Context: an optimization exercise on an open-source flow, tuned for small area. The choices shown serve that exercise and are no tape-out recipe.
RTL that was checked went through simulation tests only; none was proved equivalent to the original.
Only the layout flow was run in run 1; the RTL was not checked for function there.
Power figures rest on the tool's default switching activity, not on a simulated workload.

==> flow/design.v (outline; a module is shown in full before it is edited, if it fits) <==
// module io_memory_bridge: 1555 lines
// module iomem_fa: 10 lines
// module iomem_ha: 9 lines
// module iomem_aoi21: 8 lines
// module iomem_oai21: 8 lines
// module iomem_nand2: 7 lines
// module iomem_mux2i: 8 lines
// module iomem_nand2b: 7 lines
// module iomem_nor2: 7 lines
// module iomem_c0: 3 lines
// module iomem_c1: 3 lines
// module iomem_c2: 3 lines
// module iomem_c3: 3 lines
// module iomem_c4: 3 lines
// module iomem_c5: 3 lines
// module iomem_c6: 3 lines
// module iomem_c7: 3 lines
// module iomem_c8: 3 lines
// module iomem_c9: 3 lines
// module iomem_c10: 3 lines
// module iomem_c11: 3 lines
// module iomem_c12: 3 lines
// module iomem_c13: 3 lines
// module iomem_c14: 3 lines
// module iomem_c15: 3 lines
// module iomem_c16: 3 lines
// module iomem_c17: 3 lines
// module iomem_c18: 3 lines
// module iomem_c19: 3 lines
// module iomem_c20: 3 lines
// module iomem_c21: 3 lines
// module iomem_c22: 3 lines
module io_memory_bridge (
    input  logic                             clock,
    input  logic                             reset,
    input  logic [iomem_pkg::ADDR_W-1:0]     wb_adr_i,
    input  logic [3:0]                       wb_sel_i,
    input  logic                             wb_we_i,
    input  logic                             wb_cyc_i,
    input  logic                             wb_stb_i,
    input  logic [iomem_pkg::DATA_W-1:0]     wb_dat_i,
    output logic                             wb_ack_o,
    output logic [iomem_pkg::DATA_W-1:0]     wb_dat_o,
    output logic [iomem_pkg::ADDR_W-1:0]     mem_addr_o,
    output logic [iomem_pkg::DATA_W-1:0]     mem_data_o,
    output logic [iomem_pkg::NUM_BANKS-1:0]  mem_we_o,
    output logic                             mem_gl_en_o,
    input  logic [iomem_pkg::DATA_W-1:0]     mem_rdata_i,
    input  logic [iomem_pkg::HALF_W-1:0]     arq_n_i,
    output logic [iomem_pkg::HALF_W-1:0]     tx_len_o,
    output logic [iomem_pkg::HALF_W-1:0]     total_packets_o
);
  // ...
==> flow/flow/run.sh <==
#!/bin/bash
# The standard layout, with the port buffers made from the smallest buffer
# cell and a clock tree without dummy loads. ORFS writes each step's log
# under orfs/logs; make's own output goes to make.log.
set -euo pipefail
bash standard.sh "BUFFER_PORTS_ARGS=-buffer_cell sky130_fd_sc_hd__buf_1" \
    "CTS_ARGS=-sink_clustering_enable -repair_clock_nets -dont_use_dummy_load -buf_list sky130_fd_sc_hd__clkbuf_8" \
    finish > make.log 2>&1
==> flow/standard.sh <==
#!/bin/bash
# synth_recipe.tcl (not shown) runs the flow's synth.tcl, then flattens the netlist and writes it again
# the make line also repeats each setting of config.mk as NAME=value (left out here)
make -C /OpenROAD-flow-scripts/flow DESIGN_CONFIG=/design/flow/config.mk WORK_HOME=/design/flow/orfs CLKGATE_MAP_FILE= SYNTH_SCRIPT=/design/flow/synth_recipe.tcl "${@:-finish}"
==> flow/config.mk <==
export PLATFORM = sky130hd
export DESIGN_NAME = io_memory_bridge
export DESIGN_NICKNAME = io_memory_bridge
export VERILOG_FILES = /design/flow/design.v
export SDC_FILE = /design/flow/constraint.sdc
export NUM_CORES = 4
export LEC_CHECK = 0
export CAP_MARGIN = 20
export CORE_MARGIN = 2
export CORE_UTILIZATION = 40
export GPL_TIMING_DRIVEN = 0
export SLEW_MARGIN = 20
export SYNTH_HIERARCHICAL = 1
==> flow/constraint.sdc <==
create_clock -name core_clock -period 7.5 [get_ports {clock}]
set_input_delay 1.5000 -clock core_clock [delete_from_list [all_inputs] [get_ports {clock}]]
set_output_delay 1.5000 -clock core_clock [all_outputs]
set_load 0.01 [all_outputs]
==> key figures, run 1 <==
Run status
  – Status: timing/DRC/antenna clean

Cells and area
  – Filler instances: 2679
  – Biggest registers after layout: tx_ptr x32, offset x30
  – Inverters: 45
  – Commonest non-fill, non-tap cells in the layout: buf_1, nand2_1, nor2_1
  – Buffering overhead: 10.02%
  – Register area: 0.002688 mm²
  – Nets@finish: 1740
  – Leading cell type in the layout, fill and taps excluded: buf_1
  – Post-layout util: 47.85%
  – #MultiIn Comb: 1040
  – Sequential share of cell area: 20.78%

Yosys
  – Post-synthesis mux area share: 12.02%
  – Cell taking the most area after synthesis: dfxtp_1
  – Compound-gate portion of the synthesized area: 8.409%
  – Adder-cell share of the synthesized area: 17.59%
  – Largest family of logic cells by synthesized area: simple AND/OR/NAND/NOR gates
  – Netlist Area Pre-Place: 0.01104 mm²

Pwr
  – Switching Power: 0.0004176 W
  – Power Combinational: 0.000272 W
  – Internal power: 0.0009552 W

GRT
  – Met2 Usage GRT: 39.34%
  – Gr busiest metal: met2
  – Initial antenna violation count: 1
  – Largest net degree at the start of global routing: 38
  – Met3 global-route usage: 5.651%

Worst setup path
  – Critical Path Max Stage Delay: 0.37 ns
  – Reg2reg start: off_hi
  – Req. time, crit path: 6.00 ns
  – Most frequent CP cell: a21oi_2
  – Worst r2r dst: offset[29]
  – Crit path cell chain: clkbuf_2 -> buf_4 -> mux2_2 -> xnor2_1 -> o21ai_2 -> a21oi_2 -> o21ai_1 -> a21oi_2 -> o21ai_1 -> a21oi_2 -> o21ai_1 -> a21oi_2 -> o21ai_2 -> a21oi_2 -> o21ai_2 -> a21oi_2 -> nand2b_1 -> nand2b_1 -> nand2b_1 -> nand2b_1 -> o21ai_2 -> xor2_1 -> nor2b_1 -> buf_1
  – Internal reg-to-reg setup slack: 0.76 ns

Routing
  – Vias: 9708
  – DR iter-0 viols: 545

STA
  – Period utilization: 95.49%
  – Max frequency: 139.6 MHz
  – RSZ-0062 raised after global routing: no
  – Crit path time final: 7.162 ns
  – Clock Skew: 0.03488 ns

Placement
  – Post-Place Setup Slack: -0.7209 ns
  – Port buffer count: 253

Clocking
  – Clock transition at path regs: 0.07 ns
  – Hold Buf Count CTS: 0

Floorplanning
  – Die Area: 0.02895 mm²
==> run 2: changes to the inputs <==
--- a/flow/design.v
+++ b/flow/design.v
@@ -63,16 +63,17 @@
     logic [13:0] len_words;
     logic [4:0]  bank;
     logic        local_bank;
     logic [15:0] total;
     logic [29:0] offset;
     logic        off_hi;
     logic [31:0] tx_ptr;
     logic        use_sum;
+    logic        txf;
     logic [15:0] tx_len;
     logic [7:0]  mul_a;
     logic        off_en;
     logic [29:0] off_nv;
     logic        tx_len_w;
     logic [13:0] len_words_d;
     logic [4:0]  bank_d;
     logic [15:0] total_d;
@@ -84,17 +85,17 @@
     assign stb = wb_cyc_i & wb_stb_i;
     assign dat = wb_dat_i & {{8{wb_sel_i[3]}}, {8{wb_sel_i[2]}},
                              {8{wb_sel_i[1]}}, {8{wb_sel_i[0]}}};
     assign hdr_sel = stb & wb_we_i & (wb_adr_i < 32'd24);
     assign len_w   = stb & wb_we_i & (wb_adr_i == 32'd16);
     assign n_w     = stb & wb_we_i & (wb_adr_i == 32'd20);
     assign gl_sel  = stb & ~wb_we_i & wb_adr_i[29];
     always_ff @(posedge clock) begin
-        cnt <= stb ? cnt + 3'd1 : 3'd0;
+        cnt <= stb ? (wb_ack_o ? cnt : cnt + 3'd1) : 3'd0;
     end
     always_comb begin
         case (dat[15:0])
             16'h0000, 16'h0001: bank_dec = 5'b00001;
             16'h0100, 16'h0101: bank_dec = 5'b00010;
             16'h0200, 16'h0201: bank_dec = 5'b00100;
             16'h0300, 16'h0301: bank_dec = 5'b01000;
             16'h0400:           bank_dec = 5'b10000;
@@ -1544,20 +1545,23 @@
     iomem_c22 u_m704 (wb_adr_i[13], mem_rdata_i[11], m703, m704);
     iomem_c22 u_m705 (wb_adr_i[14], mem_rdata_i[12], m704, m705);
     iomem_c22 u_m706 (wb_adr_i[15], mem_rdata_i[13], m705, m706);
     iomem_c22 u_m707 (wb_adr_i[16], mem_rdata_i[14], m706, m707);
     iomem_c22 u_m708 (wb_adr_i[17], mem_rdata_i[15], m707, m708);
     assign len_lt = m708;
     assign off_en = off_hi | n_w;
     assign off_nv = {off_hi ? mul_res[29:22] : dat[23:16], mul_res[21:0]};
-    assign add_x = wb_we_i ? {2'd0, off_bias} : tx_ptr;
-    assign add_y = {wb_adr_i[28:24] & {5{~wb_we_i}}, wb_adr_i[23:2]};
     always_ff @(posedge clock) begin
-        if (cnt == 3'd4) begin
+        txf <= gl_sel;
+    end
+    assign add_x = txf ? tx_ptr : {2'd0, off_bias};
+    assign add_y = {wb_adr_i[28:24] & {5{txf}}, wb_adr_i[23:2]};
+    always_ff @(posedge clock) begin
+        if (cnt == 3'd3) begin
             tx_ptr <= mem_rdata_i;
         end
     end
     assign tx_len_w = gl_sel & (cnt == 3'd5);
     always_ff @(posedge clock) begin
         in_range <= (wb_adr_i[28:18] == 11'd0) && len_lt;
     end
     always_comb begin
==> run 2 against run 1 <==
Effect of this change:
- count of clock-buffer cells in the layout is the same
- cell count grew 2.1%
- global-route usage shrank 0.85 points
- via count decreased by 2.0%
- non-clock buffer count increased by 2
- clock power is 1% lower
- sequential share of layout area about the same
==> key figures, run 2 <==
Clocking
  – Clk root buf: clkbuf_8
  – Clk buf depth: 2
  – CTS Buf Count: 17
  – H-tree Lvls: 4
  – Clock transition at path regs: 0.06 ns (about the same)
  – CTS tree: yes
  – Clock Latency Late Sink: 0.44 ns
  – Hold Buf Count CTS: 0 (unchanged)
  – Clk sinks: 119

Floorplanning
  – Vert. Die Dim: 170.6 µm
  – Row cnt: 60
  – DIE WIDTH: 170.6 µm
  – Starting Density: 40.98%
  – Boundary pin count: 256
  – Core Area: 0.02710 mm²
  – Die Area: 0.02911 mm² (+0.58%)

Pwr
  – Leakage power: 3.825 nW
  – Worst vdd ir: 0.07080 mV
  – Pwr per Cell Area: 101.6 mW/mm²
  – Tot Pwr: 0.001322 W

Worst setup path
  – CP startpoint kind: flop
  – CP max stage cell: dfxtp_2
  – Most frequent CP cell: nand2b_1
  – Crit. End Element: output port
  – WS Path Type: reg -> out
  – Crit-path max FO: 6
  – Req. time, crit path: 6.00 ns (about the same)
  – Critical Path Max Stage Delay: 0.42 ns (+0.05 ns)
  – Critical path arrival: 5.53 ns

Cells and area
  – Commonest non-fill, non-tap cells in the layout: buf_1, nand2_1, nor2_1
  – Fraction of layout cells with a size suffix above 1: 12.31%
  – Area Growth Syn to Fin: 17.20%
  – Leading cell type in the layout, fill and taps excluded: buf_1
  – Max FFs per register: 32
  – Biggest registers after layout: tx_ptr x32, offset x30
  – N_diodes: 0
  – Fin cells: 1907
  – Nets@finish: 1749 (+0.52%)
  – Largest Register: tx_ptr

STA
  – Clock Skew: 0.02702 ns (-0.007857 ns)
  – RSZ-0062 raised after global routing: no
  – Final setup viols: 0
  – Relative slew margins: 35.89%
  – Slew Limit Fails: 0
  – Minimum hold slack: 0.4752 ns
  – Final hold vios: 0
  – Worst-Margin Slew: 0.9616 ns
  – Max frequency: 142.3 MHz (+1.9%)
  – Period utilization: 93.69% (-1.8 points)
  – Crit path time final: 7.027 ns (-0.1354 ns)
  – Final WS setup: 0.4735 ns

Routing
  – DR pass1 iterations: 5
  – Wirelength per Cell: 17.43 µm
  – Final wirelength: 33230 µm
  – DR iter-0 viols: 546 (+0.18%)
  – ANT nets after route: 0
  – Vias/cell: 4.990
  – Drc violations: 0
  – Vias: 9516 (-2.0%)

GRT
  – First-pass GRT wire length: 51720 µm
  – Initial antenna violation count: 0 (-1)
  – Overall Global Routing Usage: 23.09%
  – Number of global-route vias before repair: 9364
  – Grt ovf: 0
  – Largest net degree at the start of global routing: 31 (-18%)

Yosys
  – Cell taking the most area after synthesis: dfxtp_1
  – Top cells by area, synth: dfxtp_1, fa_1, edfxtp_1
  – Top cell type's share of synthesized area: 15.68%
  – Syn Area/Cell: 8.856 µm²
  – Netlist Area Pre-Place: 0.01111 mm² (+0.59%)
  – Commonest cells in the netlist: nand2_1, nor2_1, dfxtp_1
  – Most numerous cell in the Yosys netlist: nand2_1
  – Asr flop ratio synth: 0%
  – Synthesis Warnings: 7
  – Syn Inst Count: 1254
  – Ys flop type: dfxtp_1
  – Number of synthesized flops with an enable pin: 32
  – Yosys cell types: 57
  – Register area share after synthesis: 24.34%
  – Post-Syn Nets: 1466
  – Yosys reg bits: 119

Placement
  – Port buffer count: 255 (+0.79%)
  – Placed Cells: 1888
  – Post-DP HPWL: 26860 µm
  – Placer Congestion: 0.8577
  – Post-Place Setup Slack: -0.3750 ns (+0.3459 ns)

Run status
  – Status: timing/DRC/antenna clean

Worst hold path
  – Min-Delay Path Class: reg -> reg

Job
  – Max-cap violations: 0
run 2: critical path, delay by kind of cell (launching register included):
family                    cells  cell delay, ns
and+or+nand+nor              23            3.71
xor gates and xnor gates      3            0.38
buffers and inverters         1            0.17
AOI/OAI and AO/OA             1            0.14
DFF                           1            0.42
muxes                         1            0.29
run 2: per-layer routing:
layer / vias up / wire, µm / GRT usage [%] / part of all wire [%]
met5: - / 0 / 0 / 0
met3: 37 / 2077 / 4.094 / 6.3
met1: 4518 / 15240 / 32.32 / 46
met4: 0 / 597 / 6.466 / 1.8
li1: 4653 / - / - / -
met2: 308 / 15320 / 36.63 / 46
run 2: final timing paths:
kind,cells past startpoint,endpoint,start,slack [ns]
worst max-delay path,29,mem_addr_o[31],offset[5],0.47
worst min-delay path,2,bank[0],bank[0],0.48
worst max register to register,26,offset[29],off_hi,0.87
worst min register to register,2,bank[0],bank[0],0.48
run 2: power breakdown:
part / internal, W / switching, W
clock: 0.000199 / 0.000242
sequential: 0.000661 / 0.000000851
combinational: 0.0000803 / 0.000140
run 2: area by class of cell:
type / instances / area [µm²]
inverters: 45 / 168.9
fillers: 2672 / 14080
flip-flops and latches: 119 / 2706
plain buffers: 42 / 180.2
well taps: 372 / 465.4
clock buffers: 17 / 234.0
repair buffers: 266 / 1130
multi-input cells: 1046 / 8132
run 2: cell families (layout without fill, tap and decap cells):
| kind of cell | Yosys count | in the layout | share of synthesized area (%) |
|---|---|---|---|
| muxes | 129 | 129 | 12.15 |
| xor gates and xnor gates | 144 | 144 | 11.49 |
| buffers and inverters | 89 | 370 | 3.200 |
| AOI/OAI and AO/OA | 129 | 129 | 8.551 |
| DFF | 119 | 119 | 24.34 |
| adders and majority gates | 107 | 107 | 17.49 |
| and+or+nand+nor | 537 | 537 | 22.79 |
run 2: per-module statistics from Yosys, one instance, submodules excluded, excerpt:
module,cells inside,flip-flops and latches,copies in the design
iomem_aoi21,1,0,22
iomem_c0,1,0,17
iomem_c1,1,0,17
iomem_c11,1,0,33
iomem_c12,1,0,10
iomem_c14,1,0,1
iomem_c15,1,0,1
iomem_c16,1,0,1
iomem_c20,2,0,1
iomem_c21,1,0,1
iomem_c8,1,0,32
iomem_c9,2,0,16
run 2: per-stage QoR:
stage	util [%]	setup TNS [ns]	instance area (µm²)
4_1_cts	47.73	0	12930
5_1_grt	48.03	0	13020
3_3_place_gp	46.23	-10.98	12530
2_1_floorplan	-	0	11110
3_5_place_dp	46.83	-2.744	12690
6_report	48.03	0	13020
run 2: what timing repair did:
action | 4_1_cts | 5_1_grt
setup buffers | 0 | 4
pin swaps | 0 | 2
gates resized for setup | 3 | 13
endpoints found under the setup margin | 2 | 12
==> run 3: changes to the inputs <==
--- a/flow/config.mk
+++ b/flow/config.mk
@@ -7,3 +7,3 @@
 export LEC_CHECK = 0
-export CAP_MARGIN = 20
+export CAP_MARGIN = 0
 export CORE_MARGIN = 2
@@ -11,3 +11,3 @@
 export GPL_TIMING_DRIVEN = 0
-export SLEW_MARGIN = 20
+export SLEW_MARGIN = 0
 export SYNTH_HIERARCHICAL = 1
==> run 3 against run 2 <==
Effect of this change:
- sequential share of layout area hardly changed
- cell count hardly changed
- synthesized cell count stayed put
- worst setup slack better by 0.0049 ns
- sequential power hardly changed
- sequential cell count stayed put
- wire length is 0.22% lower
- critical path depth is 3 lower
- clock power hardly changed
- first-iteration DRC count is 25% higher
- largest cell class unchanged
- via count hardly changed
- register-to-register slack hardly changed
==> key figures, run 3 <==
Cells and area
  – Fin cells: 1908 (+0.052%)
  – Commonest non-fill, non-tap cells in the layout: buf_1, nand2_1, nor2_1
  – Area Growth Syn to Fin: 17.18% (about the same)
  – Max FFs per register: 32 (unchanged)
  – Fraction of layout cells with a size suffix above 1: 12.32% (about the same)
  – Filler instances: 2630 (-1.6%)
  – Nets@finish: 1748 (-0.057%)
  – Largest Register: tx_ptr
  – Leading cell type in the layout, fill and taps excluded: buf_1
  – Biggest registers after layout: tx_ptr x32, offset x30

GRT
  – Overall Global Routing Usage: 23.03% (-0.060 points)
  – Number of global-route vias before repair: 9393 (+0.31%)
  – Grt ovf: 0 (unchanged)
  – Initial antenna violation count: 2 (+2)
  – First-pass GRT wire length: 51470 µm (-0.49%)
  – Largest net degree at the start of global routing: 34 (+9.7%)

Clocking
  – CTS tree: yes
  – Clock Latency Late Sink: 0.44 ns (about the same)
  – H-tree Lvls: 4 (unchanged)
  – Clk buf depth: 2 (unchanged)
  – Clock transition at path regs: 0.07 ns (about the same)
  – Clk sinks: 119 (unchanged)
  – CTS Buf Count: 17 (unchanged)
  – Hold Buf Count CTS: 0 (unchanged)
  – Clk root buf: clkbuf_8

Yosys
  – Yosys reg bits: 119 (unchanged)
  – Commonest cells in the netlist: nand2_1, nor2_1, dfxtp_1
  – Asr flop ratio synth: 0% (unchanged)
  – Syn Inst Count: 1254 (unchanged)
  – Syn Area/Cell: 8.856 µm² (unchanged)
  – Register area share after synthesis: 24.34% (unchanged)
  – Yosys cell types: 57 (unchanged)
  – Post-Syn Nets: 1466 (unchanged)
  – Number of synthesized flops with an enable pin: 32 (unchanged)
  – Most numerous cell in the Yosys netlist: nand2_1
  – Cell taking the most area after synthesis: dfxtp_1
  – Netlist Area Pre-Place: 0.01111 mm² (unchanged)
  – Synthesis Warnings: 7 (unchanged)
  – Top cell type's share of synthesized area: 15.68% (unchanged)
  – Ys flop type: dfxtp_1
  – Top cells by area, synth: dfxtp_1, fa_1, edfxtp_1

Pwr
  – Flop pwr share: 50.0% (about the same)
  – Gate power share: 16.5% (about the same)
  – Internal power: 0.0009400 W (about the same)
  – Worst vdd ir: 0.06702 mV (-5.3%)
  – Switching portion of total power: 29.00% (+0.098 points)
  – Clock share of power: 33.5% (about the same)
  – Leakage power: 3.820 nW (-0.13%)
  – Pwr per Cell Area: 101.7 mW/mm² (+0.14%)
  – Switching Power: 0.0003840 W (+0.46%)

Run status
  – Status: timing/DRC/antenna clean

Worst setup path
  – Crit. End Element: flop
  – Critical Path Max Stage Delay: 0.53 ns (+0.11 ns)
  – CP delay by family, top: adder cells
  – CP max stage cell: fa_1
  – WS Path Type: in -> reg
  – Crit path buf inv count: 4 (+3)
  – Critical path arrival: 7.35 ns (+1.82 ns)
  – CP startpoint kind: input pin
  – Req. time, crit path: 7.83 ns (+1.83 ns)
  – Crit-path max FO: 11 (+5)

Floorplanning
  – DIE WIDTH: 170.6 µm (unchanged)
  – Vert. Die Dim: 170.6 µm (unchanged)
  – Row cnt: 60 (unchanged)
  – Boundary pin count: 256 (unchanged)
  – Starting Density: 40.98% (unchanged)
  – Core Area: 0.02710 mm² (unchanged)
  – Die Area: 0.02911 mm² (unchanged)

STA
  – Period utilization: 93.62% (about the same)
  – Relative slew margins: 35.19% (-0.70 points)
  – Worst-Margin Slew: 0.9722 ns (+0.01057 ns)
  – Final hold vios: 0 (unchanged)
  – Max frequency: 142.4 MHz (about the same)
  – Slew Limit Fails: 0 (unchanged)
  – Crit path time final: 7.022 ns (-0.004942 ns)
  – Final setup viols: 0 (unchanged)
  – Minimum hold slack: 0.4773 ns (+0.002057 ns)
  – Clock Skew: 0.02363 ns (-0.003389 ns)
  – RSZ-0062 raised after global routing: no
  – Fin Setup TNS: 0 ns (unchanged)

Routing
  – ANT nets after route: 0 (unchanged)
  – Vias: 9513 (-0.032%)
  – Final wirelength: 33160 µm (-0.22%)
  – Wirelength per Cell: 17.38 µm (-0.27%)
  – Vias/cell: 4.986 (about the same)
  – Drc violations: 0 (unchanged)
  – DR pass1 iterations: 5 (unchanged)
  – DR iter-0 viols: 680 (+25%)

Placement
  – Placed Cells: 1888 (unchanged)
  – Post-DP HPWL: 26840 µm (about the same)
  – Port buffer count: 255 (unchanged)
  – Placer Congestion: 0.8577 (unchanged)

Worst hold path
  – Min-Delay Path Class: reg -> reg

Job
  – Max-cap violations: 0 (unchanged)
-- run 3: cell counts after synthesis --
Identical to the previous run, type by type.
-- run 3: cell families after synthesis --
| logic type | after synthesis | share of synthesized area [%] |
|---|---|---|
| fa+ha+maj | 107 | 17.49 |
| mux | 129 | 12.15 |
| compound gates | 129 | 8.551 |
| xor+xnor | 144 | 11.49 |
| buf+inv | 89 | 3.200 |
| flops | 119 | 24.34 |
| simple gates | 537 | 22.79 |
-- run 3: stage by stage --
stage | utilization (%) | total power (W) | instance area [µm²] | setup WS [ns]
finish | 48.02 | 0.001324 | 13010 | 0.4784
global route | 48.02 | 0.001381 | 13010 | 0.02129
CTS | 47.71 | 0.001339 | 12930 | 0.002848
detailed placement | 46.81 | 0.0008942 | 12690 | -0.7925
global placement | 46.23 | 0.0008887 | 12530 | -0.8478
floorplan | - | 0.0007934 | 11110 | 0.2581
-- run 3: final timing paths --
path	to	slack, ns	startpoint	depth (start not counted)
max	offset[22]	0.48	wb_sel_i[3]	26
min	bank[0]	0.48	bank[0]	2
max reg2reg	offset[29]	0.86	off_hi	25
min reg2reg	bank[0]	0.48	bank[0]	2
-- run 3: layer usage --
metal / routed length (µm) / track usage (%)
met5: 0 / 0
met4: 720 / 7.246
met3: 2245 / 5.274
met2: 15090 / 35.84
met1: 15100 / 31.74
-- run 3: final cells by class --
cell class	instances	area (µm²)	area share, %
clock buffers	17	234.0	1.798
repair buffers	265	1125	8.643
plain buffers	42	180.2	1.384
well taps	372	465.4	3.577
inverters	45	168.9	1.298
flip-flops and latches	119	2706	20.80
multi-input cells	1046	8129	62.47
diodes	2	5.005	0.03846
-- run 3: what timing repair did --
item	CTS	global route
endpoints found under the setup margin	12	14
hold endpoints to repair	0	0
setup buffers	0	3
pin swaps	0	2
gates resized for setup	3	15
-- run 3: power by group through the flow --
| stage | clock [W] | sequential [W] | combinational, W |
|---|---|---|---|
| 4_1_cts | 0.000458 | 0.000661 | 0.000219 |
| 3_5_place_dp | 0 | 0.000676 | 0.000218 |
| 3_3_place_gp | 0 | 0.000676 | 0.000213 |
| 5_1_grt | 0.000480 | 0.000661 | 0.000239 |
| 2_1_floorplan | 0 | 0.000676 | 0.000118 |
| 6_report | 0.000444 | 0.000661 | 0.000219 |
-- run 3: Yosys stat by module (local to each module, per instance), excerpt --
module | cells inside | flops+latches
iomem_c7 | 1 | 0
iomem_c10 | 1 | 0
iomem_c12 | 1 | 0
iomem_c16 | 1 | 0
io_memory_bridge | 602 | 119
iomem_c5 | 1 | 0
iomem_nor2 | 1 | 0
iomem_c19 | 1 | 0
iomem_c18 | 1 | 0
iomem_c3 | 1 | 0
iomem_oai21 | 1 | 0
iomem_c14 | 1 | 0
iomem_c20 | 2 | 0
-- run 3: worst reg2reg max path: stages (launching register included) --
cell	delay [ns]
dfxtp_1	0.36
buf_1	0.46
clkbuf_1	0.62
clkbuf_1	0.47
nand2_1	0.22
fa_1	0.58
fa_1	0.46
fa_1	0.59
xor2_1	0.32
a21oi_2	0.12
o21ai_1	0.24
a21oi_2	0.11
o21ai_1	0.25
a21oi_2	0.10
nor2_1	0.17
nand2b_1	0.11
nor2_1	0.17
nand2b_1	0.11
nor2_1	0.18
nand2b_1	0.11
nor2_1	0.14
a21oi_2	0.05
xor2_1	0.17
mux2_2	0.26
mux2i_1	0.13
nor2_1	0.06
==> run 4: changes to the inputs <==
--- a/flow/flow/run.sh
+++ b/flow/flow/run.sh
@@ -6,3 +6,3 @@
 bash standard.sh "BUFFER_PORTS_ARGS=-buffer_cell sky130_fd_sc_hd__buf_1" \
-    "CTS_ARGS=-sink_clustering_enable -repair_clock_nets -dont_use_dummy_load -buf_list sky130_fd_sc_hd__clkbuf_8" \
+    "CTS_ARGS=-sink_clustering_enable -repair_clock_nets -dont_use_dummy_load -buf_list {sky130_fd_sc_hd__clkbuf_4 sky130_fd_sc_hd__clkbuf_8}" \
     finish > make.log 2>&1
--- a/flow/config.mk
+++ b/flow/config.mk
@@ -7,3 +7,3 @@
 export LEC_CHECK = 0
-export CAP_MARGIN = 0
+export CAP_MARGIN = 20
 export CORE_MARGIN = 2
@@ -11,3 +11,3 @@
 export GPL_TIMING_DRIVEN = 0
-export SLEW_MARGIN = 0
+export SLEW_MARGIN = 20
 export SYNTH_HIERARCHICAL = 1
==> run 4 against run 3 <==
Effect of this change:
- still clean on timing, DRC and antenna
- sequential power about the same
- die area is the same
- utilization about the same
- worst hold slack got worse by 0.0021 ns
- first-iteration DRC count shrank 20%
- critical path depth grew 3
- worst setup slack worse by 0.0049 ns
- sequential cell count stayed put
- synthesized area unchanged
==> key figures, run 4 <==
Yosys
  – Most numerous cell in the Yosys netlist: nand2_1
  – Commonest cells in the netlist: nand2_1, nor2_1, dfxtp_1
  – Yosys reg bits: 119 (unchanged)
  – Post-Syn Nets: 1466 (unchanged)
  – Yosys cell types: 57 (unchanged)
  – Number of synthesized flops with an enable pin: 32 (unchanged)
  – Top cell type's share of synthesized area: 15.68% (unchanged)
  – Top cells by area, synth: dfxtp_1, fa_1, edfxtp_1
  – Netlist Area Pre-Place: 0.01111 mm² (unchanged)
  – Ys flop type: dfxtp_1
  – Register area share after synthesis: 24.34% (unchanged)
  – Syn Inst Count: 1254 (unchanged)
  – Asr flop ratio synth: 0% (unchanged)
  – Syn Area/Cell: 8.856 µm² (unchanged)
  – Cell taking the most area after synthesis: dfxtp_1
  – Synthesis Warnings: 7 (unchanged)

STA
  – Final hold vios: 0 (unchanged)
  – Clock Skew: 0.02702 ns (+0.003389 ns)
  – Max frequency: 142.3 MHz (about the same)
  – Worst-Margin Slew: 0.9616 ns (-0.01057 ns)
  – Slew Limit Fails: 0 (unchanged)
  – RSZ-0062 raised after global routing: no
  – Relative slew margins: 35.89% (+0.70 points)
  – Period utilization: 93.69% (about the same)
  – Final setup viols: 0 (unchanged)
  – Final WS setup: 0.4735 ns (-0.004942 ns)
  – Crit path time final: 7.027 ns (+0.004942 ns)

Worst setup path
  – WS Path Type: reg -> out
  – Most frequent CP cell: nand2b_1
  – Critical path arrival: 5.53 ns (-1.82 ns)
  – Worst Setup SP: offset[5]
  – Crit. End Element: output port
  – Req. time, crit path: 6.00 ns (-1.83 ns)
  – Critical Path Max Stage Delay: 0.42 ns (-0.11 ns)
  – Crit-path max FO: 6 (-5)
  – CP max stage cell: dfxtp_2
  – Reg2reg start: off_hi
  – CP startpoint kind: flop

Job
  – Max-cap violations: 0 (unchanged)

GRT
  – First-pass GRT wire length: 51720 µm (+0.50%)
  – Largest net degree at the start of global routing: 31 (-8.8%)
  – Number of global-route vias before repair: 9364 (-0.31%)
  – Initial antenna violation count: 0 (-2)
  – Grt ovf: 0 (unchanged)
  – Overall Global Routing Usage: 23.09% (+0.060 points)

Clocking
  – CTS tree: yes
  – Clk sinks: 119 (unchanged)
  – Clock transition at path regs: 0.06 ns (about the same)
  – Hold Buf Count CTS: 0 (unchanged)
  – Clk buf depth: 2 (unchanged)
  – H-tree Lvls: 4 (unchanged)
  – Clk root buf: clkbuf_8
  – CTS Buf Count: 17 (unchanged)
  – Clock Latency Late Sink: 0.44 ns (about the same)

Cells and area
  – Largest Register: tx_ptr
  – Area Growth Syn to Fin: 17.20% (about the same)
  – Register area: 0.002706 mm² (unchanged)
  – Commonest non-fill, non-tap cells in the layout: buf_1, nand2_1, nor2_1
  – Nets@finish: 1749 (+0.057%)
  – Biggest registers after layout: tx_ptr x32, offset x30
  – Max FFs per register: 32 (unchanged)
  – Fraction of layout cells with a size suffix above 1: 12.31% (about the same)
  – Multi-input gate area: 0.008132 mm² (about the same)
  – Leading cell type in the layout, fill and taps excluded: buf_1
  – N_diodes: 0 (-2)
  – Filler instances: 2672 (+1.6%)
  – Fin cells: 1907 (-0.052%)

Pwr
  – Leakage power: 3.825 nW (+0.13%)
  – Pwr per Cell Area: 101.6 mW/mm² (-0.14%)
  – Worst vdd ir: 0.07080 mV (+5.6%)
  – Tot Pwr: 0.001322 W (-0.12%)

Floorplanning
  – Vert. Die Dim: 170.6 µm (unchanged)
  – Core Area: 0.02710 mm² (unchanged)
  – Starting Density: 40.98% (unchanged)
  – DIE WIDTH: 170.6 µm (unchanged)
  – Boundary pin count: 256 (unchanged)
  – Row cnt: 60 (unchanged)
  – Die Area: 0.02911 mm² (unchanged)

Routing
  – Wirelength per Cell: 17.43 µm (+0.28%)
  – DR iter-0 viols: 546 (-20%)
  – Drc violations: 0 (unchanged)
  – DR pass1 iterations: 5 (unchanged)
  – Final wirelength: 33230 µm (+0.22%)
  – Vias/cell: 4.990 (about the same)
  – ANT nets after route: 0 (unchanged)
  – Vias: 9516 (+0.032%)

Placement
  – Placed Cells: 1888 (unchanged)
  – Placer Congestion: 0.8577 (unchanged)
  – Post-Place Setup Slack: -0.3750 ns (+0.4175 ns)
  – Post-DP HPWL: 26860 µm (about the same)
  – Port buffer count: 255 (unchanged)

Run status
  – Status: timing/DRC/antenna clean

Worst hold path
  – Hold path start: bank[0]
  – Min-Delay Path Class: reg -> reg
-- run 4: changes by cell type in the layout (fill, tap and decap cells not counted), sizes merged --
cell / delta
buf: +1
diode: -2
-- run 4: routing by layer --
metal | routed length, µm | part of all wire, % | global-route usage (%)
met1 | 15240 | 46 | 32.32
met2 | 15320 | 46 | 36.63
met3 | 2077 | 6.3 | 4.094
met4 | 597 | 1.8 | 6.466
met5 | 0 | 0 | 0
-- run 4: what timing repair did --
action	4_1_cts	5_1_grt
setup endpoints to repair	2	12
buffers inserted	0	4
resized for setup	3	13
pin swaps	0	2
-- run 4: critical path: cells and delay by family, from the launching register on --
| family | cells | cell delay, ns |
|---|---|---|
| AND/OR/NAND/NOR | 23 | 3.71 |
| AO/OA/AOI/OAI | 1 | 0.14 |
| buffers and inverters | 1 | 0.17 |
| multiplexers | 1 | 0.29 |
| XOR/XNOR | 3 | 0.38 |
| flip-flops | 1 | 0.42 |
-- run 4: modules after synthesis, one instance, submodules excluded, a selection --
module       cells  cell area (µm²)
iomem_c16        1            11.26
iomem_aoi21      1            8.758
iomem_c12        1            6.256
iomem_c6         1            8.758
iomem_c15        1            23.77
iomem_c21        1            13.76
iomem_c22        2            15.01
iomem_c9         2            12.51
iomem_c4         1            3.754
-- run 4: final cells by class --
type / count / share of cell area (%)
sequential: 119 / 20.79
inverter: 45 / 1.298
multi-input combinational: 1046 / 62.47
buffer: 42 / 1.384
timing repair buffer: 266 / 8.680
clock buffer: 17 / 1.798
tap: 372 / 3.576
-- run 4: worst paths after layout --
kind,endpoint,slack [ns],cells after the start
worst max-delay path,mem_addr_o[31],0.47,29
worst min-delay path,bank[0],0.48,2
worst max register to register,offset[29],0.87,26
worst min register to register,bank[0],0.48,2
-- run 4: power breakdown --
part           internal, W  switching, W  total (W)
clock             0.000199      0.000242   0.000441
combinational    0.0000803      0.000140   0.000220
sequential        0.000661   0.000000851   0.000661
-- run 4: stage by stage --
step,util (%),setup TNS (ns),cell area [µm²],hold slack (ns)
floorplan,-,0,11110,0.4362
global placement,46.23,-10.98,12530,0.4540
detailed placement,46.83,-2.744,12690,0.4621
CTS,47.73,0,12930,0.4755
global route,48.03,0,13020,0.4956
finish,48.03,0,13020,0.4752
-- run 4: kinds of logic (layout without fill, tap and decap cells) --
| kind of cell | Yosys count | after routing | synth area share, % |
|---|---|---|---|
| DFF | 119 | 119 | 24.34 |
| buffers and inverters | 89 | 370 | 3.200 |
| adders and majority gates | 107 | 107 | 17.49 |
| xor gates and xnor gates | 144 | 144 | 11.49 |
| and+or+nand+nor | 537 | 537 | 22.79 |
| muxes | 129 | 129 | 12.15 |
| AOI/OAI and AO/OA | 129 | 129 | 8.551 |
==> run 5: changes to the inputs <==
--- a/flow/flow/run.sh
+++ b/flow/flow/run.sh
@@ -6,3 +6,3 @@
 bash standard.sh "BUFFER_PORTS_ARGS=-buffer_cell sky130_fd_sc_hd__buf_1" \
-    "CTS_ARGS=-sink_clustering_enable -repair_clock_nets -dont_use_dummy_load -buf_list {sky130_fd_sc_hd__clkbuf_4 sky130_fd_sc_hd__clkbuf_8}" \
+    "CTS_ARGS=-sink_clustering_enable -repair_clock_nets -dont_use_dummy_load -buf_list sky130_fd_sc_hd__clkbuf_16 -sink_clustering_size 60 -sink_clustering_max_diameter 300 -sink_clustering_levels 1" \
     finish > make.log 2>&1
==> run 5 against run 4 <==
Effect of this change:
- sequential cell count stayed put
- sequential power is essentially flat
- clock power grew 49%
- first-iteration DRC count stayed put
- synthesized area did not move
- utilization up 0.68 points
- critical path depth decreased by 5
- combinational power is essentially flat
- global-route usage grew 0.061 points
- non-clock buffer count shrank 1
- clock skew shrank 0.011 ns
- critical path type unchanged
- largest cell class unchanged
==> key figures, run 5 <==
Pwr
  – Leakage power: 3.903 nW (+2.0%)
  – Switching Power: 0.0004073 W (+6.5%)
  – Tot Pwr: 0.001540 W (+16%)
  – Switching portion of total power: 26.44% (-2.5 points)
  – Flop pwr share: 43.0% (-7.0 points)
  – Internal power: 0.001133 W (+21%)
  – Clock share of power: 42.7% (+9.3 points)
  – Pwr per Cell Area: 116.7 mW/mm² (+15%)
  – Gate power share: 14.3% (-2.3 points)
  – Worst vdd ir: 0.1087 mV (+54%)

Worst setup path
  – Reg2reg start: off_hi
  – Crit. End Element: output port
  – Worst Setup SP: txf
  – Crit-path max FO: 10 (+4)
  – Req. time, crit path: 6.00 ns (about the same)
  – CP startpoint kind: flop
  – Critical path arrival: 5.61 ns (+0.08 ns)
  – WS Path Type: reg -> out

Floorplanning
  – Boundary pin count: 256 (unchanged)
  – Row cnt: 60 (unchanged)
  – Die Area: 0.02911 mm² (unchanged)
  – Vert. Die Dim: 170.6 µm (unchanged)
  – DIE WIDTH: 170.6 µm (unchanged)
  – Starting Density: 40.98% (unchanged)
  – Core Area: 0.02710 mm² (unchanged)

Yosys
  – Post-Syn Nets: 1466 (unchanged)
  – Syn Inst Count: 1254 (unchanged)
  – Cell taking the most area after synthesis: dfxtp_1
  – Ys flop type: dfxtp_1
  – Top cell type's share of synthesized area: 15.68% (unchanged)
  – Commonest cells in the netlist: nand2_1, nor2_1, dfxtp_1
  – Top cells by area, synth: dfxtp_1, fa_1, edfxtp_1
  – Synthesis Warnings: 7 (unchanged)
  – Yosys cell types: 57 (unchanged)
  – Netlist Area Pre-Place: 0.01111 mm² (unchanged)
  – Asr flop ratio synth: 0% (unchanged)
  – Number of synthesized flops with an enable pin: 32 (unchanged)
  – Syn Area/Cell: 8.856 µm² (unchanged)
  – Most numerous cell in the Yosys netlist: nand2_1
  – Register area share after synthesis: 24.34% (unchanged)
  – Yosys reg bits: 119 (unchanged)

Placement
  – Post-DP HPWL: 26860 µm (unchanged)
  – Post-Place Setup Slack: -0.3750 ns (unchanged)
  – Placer Congestion: 0.8577 (unchanged)
  – Port buffer count: 255 (unchanged)
  – Post-DP Area: 0.01269 mm² (unchanged)

STA
  – Slew Limit Fails: 0 (unchanged)
  – Final hold vios: 0 (unchanged)
  – Final setup viols: 0 (unchanged)
  – Crit path time final: 7.106 ns (+0.07964 ns)
  – Final WS setup: 0.3938 ns (-0.07964 ns)
  – RSZ-0062 raised after global routing: yes
  – Worst-Margin Slew: 0.9651 ns (+0.003541 ns)
  – Period utilization: 94.75% (+1.1 points)
  – Max frequency: 140.7 MHz (-1.1%)
  – Clock Skew: 0.01587 ns (-0.01116 ns)
  – Relative slew margins: 35.66% (-0.24 points)

Cells and area
  – Biggest registers after layout: tx_ptr x32, offset x30
  – Filler instances: 2663 (-0.34%)
  – Area Growth Syn to Fin: 18.87%
  – Commonest non-fill, non-tap cells in the layout: buf_1, nand2_1, nor2_1
  – Design area: 0.01320 mm² (+1.4%)
  – Multi-input gate area: 0.008133 mm² (about the same)
  – Leading cell type in the layout, fill and taps excluded: buf_1
  – Max FFs per register: 32 (unchanged)
  – Fraction of layout cells with a size suffix above 1: 12.06% (-0.25 points)
  – Largest Register: tx_ptr
  – Nets@finish: 1748 (-0.057%)
  – Register area: 0.002705 mm² (about the same)

Clocking
  – CTS Buf Count: 17 (unchanged)
  – Clk root buf: clkbuf_16
  – H-tree Lvls: 4 (unchanged)
  – Clock transition at path regs: 0.06 ns (about the same)
  – CTS tree: yes
  – Clock Latency Late Sink: 0.41 ns (-0.03 ns)
  – Clk sinks: 119 (unchanged)
  – Clk buf depth: 2 (unchanged)

GRT
  – Largest net degree at the start of global routing: 31 (unchanged)
  – Grt ovf: 0 (unchanged)
  – Number of global-route vias before repair: 9442 (+0.83%)
  – Overall Global Routing Usage: 23.16% (+0.061 points)
  – Initial antenna violation count: 0 (unchanged)
  – First-pass GRT wire length: 51870 µm (+0.28%)

Routing
  – DR pass1 iterations: 5 (unchanged)
  – Drc violations: 0 (unchanged)
  – ANT nets after route: 0 (unchanged)
  – Vias: 9529 (+0.14%)
  – Wirelength per Cell: 17.45 µm (+0.14%)
  – Vias/cell: 4.997 (+0.14%)
  – DR iter-0 viols: 546 (unchanged)
  – Final wirelength: 33280 µm (+0.14%)

Run status
  – Status: timing/DRC/antenna clean

Job
  – Max-cap violations: 0 (unchanged)

Worst hold path
  – Min-Delay Path Class: reg -> reg
  – Hold path start: bank[0]
==> run 5: per-layer routing <==
| metal | track usage, % | vias to the layer above | wire length [µm] |
|---|---|---|---|
| met5 | 0 | - | 0 |
| met4 | 6.392 | 0 | 645 |
| met3 | 4.811 | 36 | 2102 |
| met2 | 36.61 | 307 | 15240 |
| met1 | 32.09 | 4535 | 15290 |
| li1 | - | 4651 | - |
==> run 5: worst paths after layout <==
path                         end  slack (ns)  depth (start not counted)
setup / recovery  mem_addr_o[31]        0.39                         24
hold / removal           bank[0]        0.48                          2
setup reg to reg      offset[29]        0.87                         25
hold reg to reg          bank[0]        0.48                          2
==> run 5: metrics by stage <==
stage          util (%)  setup TNS (ns)  hold WS, ns  cells
6_report          48.71               0       0.4756   1907
5_1_grt           48.70        -0.06421       0.4934   1906
4_1_cts           48.43               0       0.4737   1905
3_5_place_dp      46.83          -2.744       0.4621   1888
3_3_place_gp      46.23          -10.98       0.4540   1881
2_1_floorplan         -               0       0.4362   1254
==> run 5: per-module statistics from Yosys, one instance, submodules excluded, excerpt <==
module	copies in the design	area (µm²)
iomem_c15	1	23.77
iomem_c22	15	15.01
iomem_c21	1	13.76
iomem_c16	1	11.26
iomem_c7	25	8.758
iomem_c3	30	8.758
iomem_c11	33	6.256
iomem_c8	32	3.754
iomem_c4	35	3.754
==> run 5: power by group through the flow <==
stage	logic, W	registers (W)	clock network, W
6_report	0.000220	0.000663	0.000658
5_1_grt	0.000239	0.000662	0.000694
4_1_cts	0.000220	0.000663	0.000670
3_5_place_dp	0.000219	0.000676	0
3_3_place_gp	0.000213	0.000676	0
2_1_floorplan	0.000118	0.000676	0
==> run 5: worst max-delay path: stages, from the launching register on <==
cell,delay [ns]
dfxtp_1,0.33
clkbuf_1,0.52
clkbuf_1,0.51
mux2_2,0.42
xnor2_1,0.17
nand2b_1,0.20
nand2b_1,0.19
nor2_1,0.19
nand2_1,0.13
nor2_1,0.19
nand2_1,0.12
nor2_1,0.17
nand2_1,0.11
nor2_1,0.19
nand2_1,0.12
nor2_1,0.19
nand2_1,0.11
nand2b_1,0.20
nand2b_1,0.18
nand2b_1,0.18
nand2b_1,0.16
o21ai_2,0.14
xor2_1,0.13
nor2b_1,0.15
buf_1,0.17
==> run 5: what timing repair did <==
item | 4_1_cts | 5_1_grt
setup buffers | 0 | 3
hold buffers | 0 | 0
pin swaps | 0 | 2
resized for setup | 2 | 10
hold endpoints to repair | 0 | 0
endpoints found under the setup margin | 2 | 13
==> run 5: final cells by class <==
type                            instances  area share, %
Buffer                                 42          1.355
Timing Repair Buffer                  265          8.502
Tap cell                              372          3.526
Antenna cell                            1        0.01896
Clock buffer                           17          3.222
Sequential cell                       119          20.49
Multi-Input combinational cell       1046          61.61
Inverter                               45          1.280
==> run 5: cells by family after synthesis <==
logic type,synth area share (%)
flops,24.34
buf+inv,3.200
xor+xnor,11.49
compound gates,8.551
simple gates,22.79
fa+ha+maj,17.49
mux,12.15
==> run 6: changes to the inputs <==
==> flow/flow/run.sh (replaced) <==
#!/bin/bash
# The standard layout, with the port buffers made from the smallest buffer
# cell and a clock tree without dummy loads. ORFS writes each step's log
# under orfs/logs; make's own output goes to make.log.
set -euo pipefail
bash standard.sh "BUFFER_PORTS_ARGS=-buffer_cell sky130_fd_sc_hd__buf_1" \
    "CTS_ARGS=-sink_clustering_enable -repair_clock_nets -dont_use_dummy_load -root_buf sky130_fd_sc_hd__clkbuf_8 -buf_list sky130_fd_sc_hd__clkbuf_4" \
    finish > make.log 2>&1
--- a/flow/config.mk
+++ b/flow/config.mk
@@ -11,2 +11,3 @@
 export GPL_TIMING_DRIVEN = 0
+export PLACE_DENSITY = 0.8
 export SLEW_MARGIN = 20
==> run 6 against run 5 <==
Effect of this change:
- first-iteration DRC count grew 3.3%
- die area unchanged
- clock skew up 0.020 ns
- worst setup slack got worse by 0.0077 ns
- still clean
==> key figures, run 6 <==
Worst setup path
  – Crit path cell chain: buf_1 -> nand2_1 -> o21ai_1 -> a21oi_2 -> o21ai_1 -> a21oi_2 -> o21ai_1 -> a21oi_2 -> o21ai_1 -> a21oi_2 -> o21ai_1 -> a21oi_2 -> o21ai_1 -> a21oi_2 -> o21ai_2 -> buf_6 -> inv_1 -> o21ai_2 -> xor2_1 -> nor2b_1 -> buf_1
  – Critical Path Max Stage Delay: 0.53 ns (about the same)
  – WS Path Type: in -> out
  – Crit-path max FO: 10 (unchanged)
  – Crit path buf inv count: 4 (+1)
  – Req. time, crit path: 6.00 ns (about the same)
  – CP max stage cell: o21ai_2
  – CP delay by family, top: compound AO/OA/AOI/OAI gates
  – CP startpoint kind: input pin
  – R2R depth: 26 (+4.0%)
  – Crit. End Element: output port
  – Instance count on the critical path: 21 (-13%)
  – Critical path arrival: 5.61 ns (about the same)

GRT
  – First-pass GRT wire length: 51070 µm (-1.5%)
  – Number of global-route vias before repair: 9673 (+2.4%)
  – Grt ovf: 0 (unchanged)
  – Largest net degree at the start of global routing: 40 (+29%)
  – Overall Global Routing Usage: 22.53% (-0.63 points)
  – Initial antenna violation count: 0 (unchanged)

Yosys
  – Register area share after synthesis: 24.34% (unchanged)
  – Number of synthesized flops with an enable pin: 32 (unchanged)
  – Top cell type's share of synthesized area: 15.68% (unchanged)
  – Most numerous cell in the Yosys netlist: nand2_1
  – Synthesis Warnings: 7 (unchanged)
  – Top cells by area, synth: dfxtp_1, fa_1, edfxtp_1
  – Cell taking the most area after synthesis: dfxtp_1
  – Yosys cell types: 57 (unchanged)
  – Commonest cells in the netlist: nand2_1, nor2_1, dfxtp_1
  – Netlist Area Pre-Place: 0.01111 mm² (unchanged)
  – Asr flop ratio synth: 0% (unchanged)
  – Syn Area/Cell: 8.856 µm² (unchanged)
  – Syn Inst Count: 1254 (unchanged)
  – Yosys reg bits: 119 (unchanged)
  – Ys flop type: dfxtp_1
  – Post-Syn Nets: 1466 (unchanged)

Floorplanning
  – Vert. Die Dim: 170.6 µm (unchanged)
  – DIE WIDTH: 170.6 µm (unchanged)
  – Die Area: 0.02911 mm² (unchanged)
  – Row cnt: 60 (unchanged)
  – Boundary pin count: 256 (unchanged)
  – Core Area: 0.02710 mm² (unchanged)
  – Starting Density: 40.98% (unchanged)

Routing
  – DR iter-0 viols: 564 (+3.3%)
  – Vias: 9868 (+3.6%)
  – DR pass1 iterations: 4 (-1)
  – Vias/cell: 5.172 (+3.5%)
  – Wirelength per Cell: 17.02 µm (-2.5%)
  – Drc violations: 0 (unchanged)
  – ANT nets after route: 0 (unchanged)
  – Final wirelength: 32480 µm (-2.4%)

STA
  – Period utilization: 94.85% (+0.10 points)
  – RSZ-0062 raised after global routing: yes
  – Worst-Margin Slew: 0.9290 ns (-0.03609 ns)
  – Fin Setup TNS: 0 ns (unchanged)
  – Final WS setup: 0.3861 ns (-0.007744 ns)
  – Final setup viols: 0 (unchanged)
  – Final hold vios: 0 (unchanged)
  – Max frequency: 140.6 MHz (-0.11%)
  – Crit path time final: 7.114 ns (+0.007744 ns)
  – Relative slew margins: 38.06% (+2.4 points)
  – Slew Limit Fails: 0 (unchanged)
  – Clock Skew: 0.03629 ns (+0.02042 ns)

Pwr
  – Leakage power: 3.787 nW (-3.0%)
  – Pwr per Cell Area: 93.62 mW/mm² (-20%)
  – Worst vdd ir: 0.08700 mV (-20%)

Clocking
  – Clk buf depth: 2 (unchanged)
  – H-tree Lvls: 4 (unchanged)
  – Clk sinks: 119 (unchanged)
  – CTS Buf Count: 17 (unchanged)
  – Clk root buf: clkbuf_8
  – Clock Latency Late Sink: 0.43 ns (+0.02 ns)
  – Clock transition at path regs: 0.09 ns (+0.03 ns)
  – Hold Buf Count CTS: 0 (unchanged)
  – CTS tree: yes

Cells and area
  – Area Growth Syn to Fin: 16.32%
  – Largest Register: tx_ptr
  – Commonest non-fill, non-tap cells in the layout: buf_1, nand2_1, nor2_1
  – Design area: 0.01292 mm² (-2.1%)
  – Nets@finish: 1750 (+0.11%)
  – Max FFs per register: 32 (unchanged)
  – N_diodes: 0 (-1)
  – Biggest registers after layout: tx_ptr x32, offset x30
  – Fraction of layout cells with a size suffix above 1: 12.57% (+0.51 points)
  – Leading cell type in the layout, fill and taps excluded: buf_1

Placement
  – Placer Congestion: 0.9312 (+8.6%)
  – Post-DP HPWL: 26370 µm (-1.8%)
  – Post-DP Area: 0.01267 mm² (-0.19%)
  – Port buffer count: 255 (unchanged)
  – Post-Place Setup Slack: -0.4762 ns (-0.1012 ns)

Job
  – Max-cap violations: 0 (unchanged)

Worst hold path
  – Hold path cells: 2 (unchanged)
  – Min-Delay Path Class: reg -> reg

Run status
  – Status: timing/DRC/antenna clean
[run 6: cell counts after synthesis]
Identical to the previous run, type by type.
[run 6: Yosys stat by module (local to each module, per instance), a selection]
| module | times used | cells inside | area (µm²) | flip-flops and latches |
|---|---|---|---|---|
| iomem_c18 | 12 | 1 | 6.256 | 0 |
| iomem_c0 | 17 | 1 | 8.758 | 0 |
| iomem_c17 | 13 | 1 | 8.758 | 0 |
| io_memory_bridge | 1 | 602 | 5466 | 119 |
| iomem_c7 | 25 | 1 | 8.758 | 0 |
| iomem_c4 | 35 | 1 | 3.754 | 0 |
| iomem_c8 | 32 | 1 | 3.754 | 0 |
| iomem_c11 | 33 | 1 | 6.256 | 0 |
| iomem_c6 | 12 | 1 | 8.758 | 0 |
| iomem_oai21 | 22 | 1 | 5.005 | 0 |
[run 6: final timing paths]
check	from	endpoint	slack (ns)
worst min-delay path	bank[2]	bank[2]	0.51
worst max-delay path	wb_adr_i[2]	mem_addr_o[31]	0.39
worst max register to register	off_hi	offset[29]	0.80
worst min register to register	bank[2]	bank[2]	0.51
[run 6: logic make-up after synthesis]
family	after synthesis	synth area share (%)
adders and majority gates	107	17.49
muxes	129	12.15
DFF	119	24.34
buffers and inverters	89	3.200
and+or+nand+nor	537	22.79
AOI/OAI and AO/OA	129	8.551
xor gates and xnor gates	144	11.49
[run 6: metal layers]
metal,global-route usage (%),vias up,share of wire (%)
met1,29.13,4713,42
met4,9.885,0,3.9
met5,0.8696,-,0
met2,36.56,423,47
met3,4.372,78,7.8
li1,-,4654,-
[run 6: final cells by class]
cell class / instances / area (µm²)
fillers: 2572 / 14180
multi-input cells: 1046 / 8144
flip-flops and latches: 119 / 2705
repair buffers: 267 / 1121
well taps: 372 / 465.4
plain buffers: 42 / 180.2
inverters: 45 / 168.9
clock buffers: 17 / 133.9
[run 6: per-stage QoR]
stage               std cells  hold WS [ns]  util, %  total power, W
global route             1908        0.5312    47.67        0.001258
floorplan                1254        0.4362        -       0.0007934
CTS                      1904        0.5144    47.32        0.001216
global placement         1881        0.4513    46.23       0.0008891
detailed placement       1887        0.4819    46.75       0.0008962
finish                   1908        0.5082    47.67        0.001209
[run 6: tightest hold or removal path, cell delays in order, from the launching register on]
cell and delay (ns):
dfxtp_1 0.33, mux2i_1 0.06, nor2_1 0.09
[run 6: power breakdown]
part | internal [W] | total [W] | switching, W
registers | 0.000660 | 0.000661 | 0.000000870
logic | 0.0000802 | 0.000224 | 0.000143
clock network | 0.000111 | 0.000325 | 0.000214
total | 0.000851 | 0.00121 | 0.000358
[run 6: what timing repair did]
action,CTS,global route
setup endpoints to repair,4,10
pin swaps,0,2
cloned,0,0
gates resized for setup,6,13
setup buffers,0,6

## static timing again, ports no longer ideal
Ports are ideal in the flow. The routed layouts listed here were re-timed in OpenROAD.
Step 1: set_driving_cell puts a clkbuf_16 on clock and a buf_2 on each other input, an assumption about the parent block.
Step 2, shift: input delay + t, output delay - t, t = (earliest + latest rising clock arrival at the registers) / 2. This alone moves slack from input paths to output paths.
Three values: ideal, step 1, step 2; two values: the first two.
run	t, ns	setup slack, ns	pins driven straight from the clock port
run 1	0.491	0.338 / 0.286 / 0.025	1
run 2	0.468	0.473 / 0.434 / 0.043	1
run 3	0.474	0.478 / 0.488 / 0.021	1
run 4	0.468	0.473 / 0.434 / 0.043	1
run 5	0.455	0.394 / 0.346 / 0.054	1
run 6	0.454	0.386 / 0.363 / -0.043	1
With both steps, setup timing fails in run 6, where it was met with ideal ports. For run 3, which loses most, drivers alone change the setup slack by +0.010 ns; drivers and shift together by -0.457 ns.
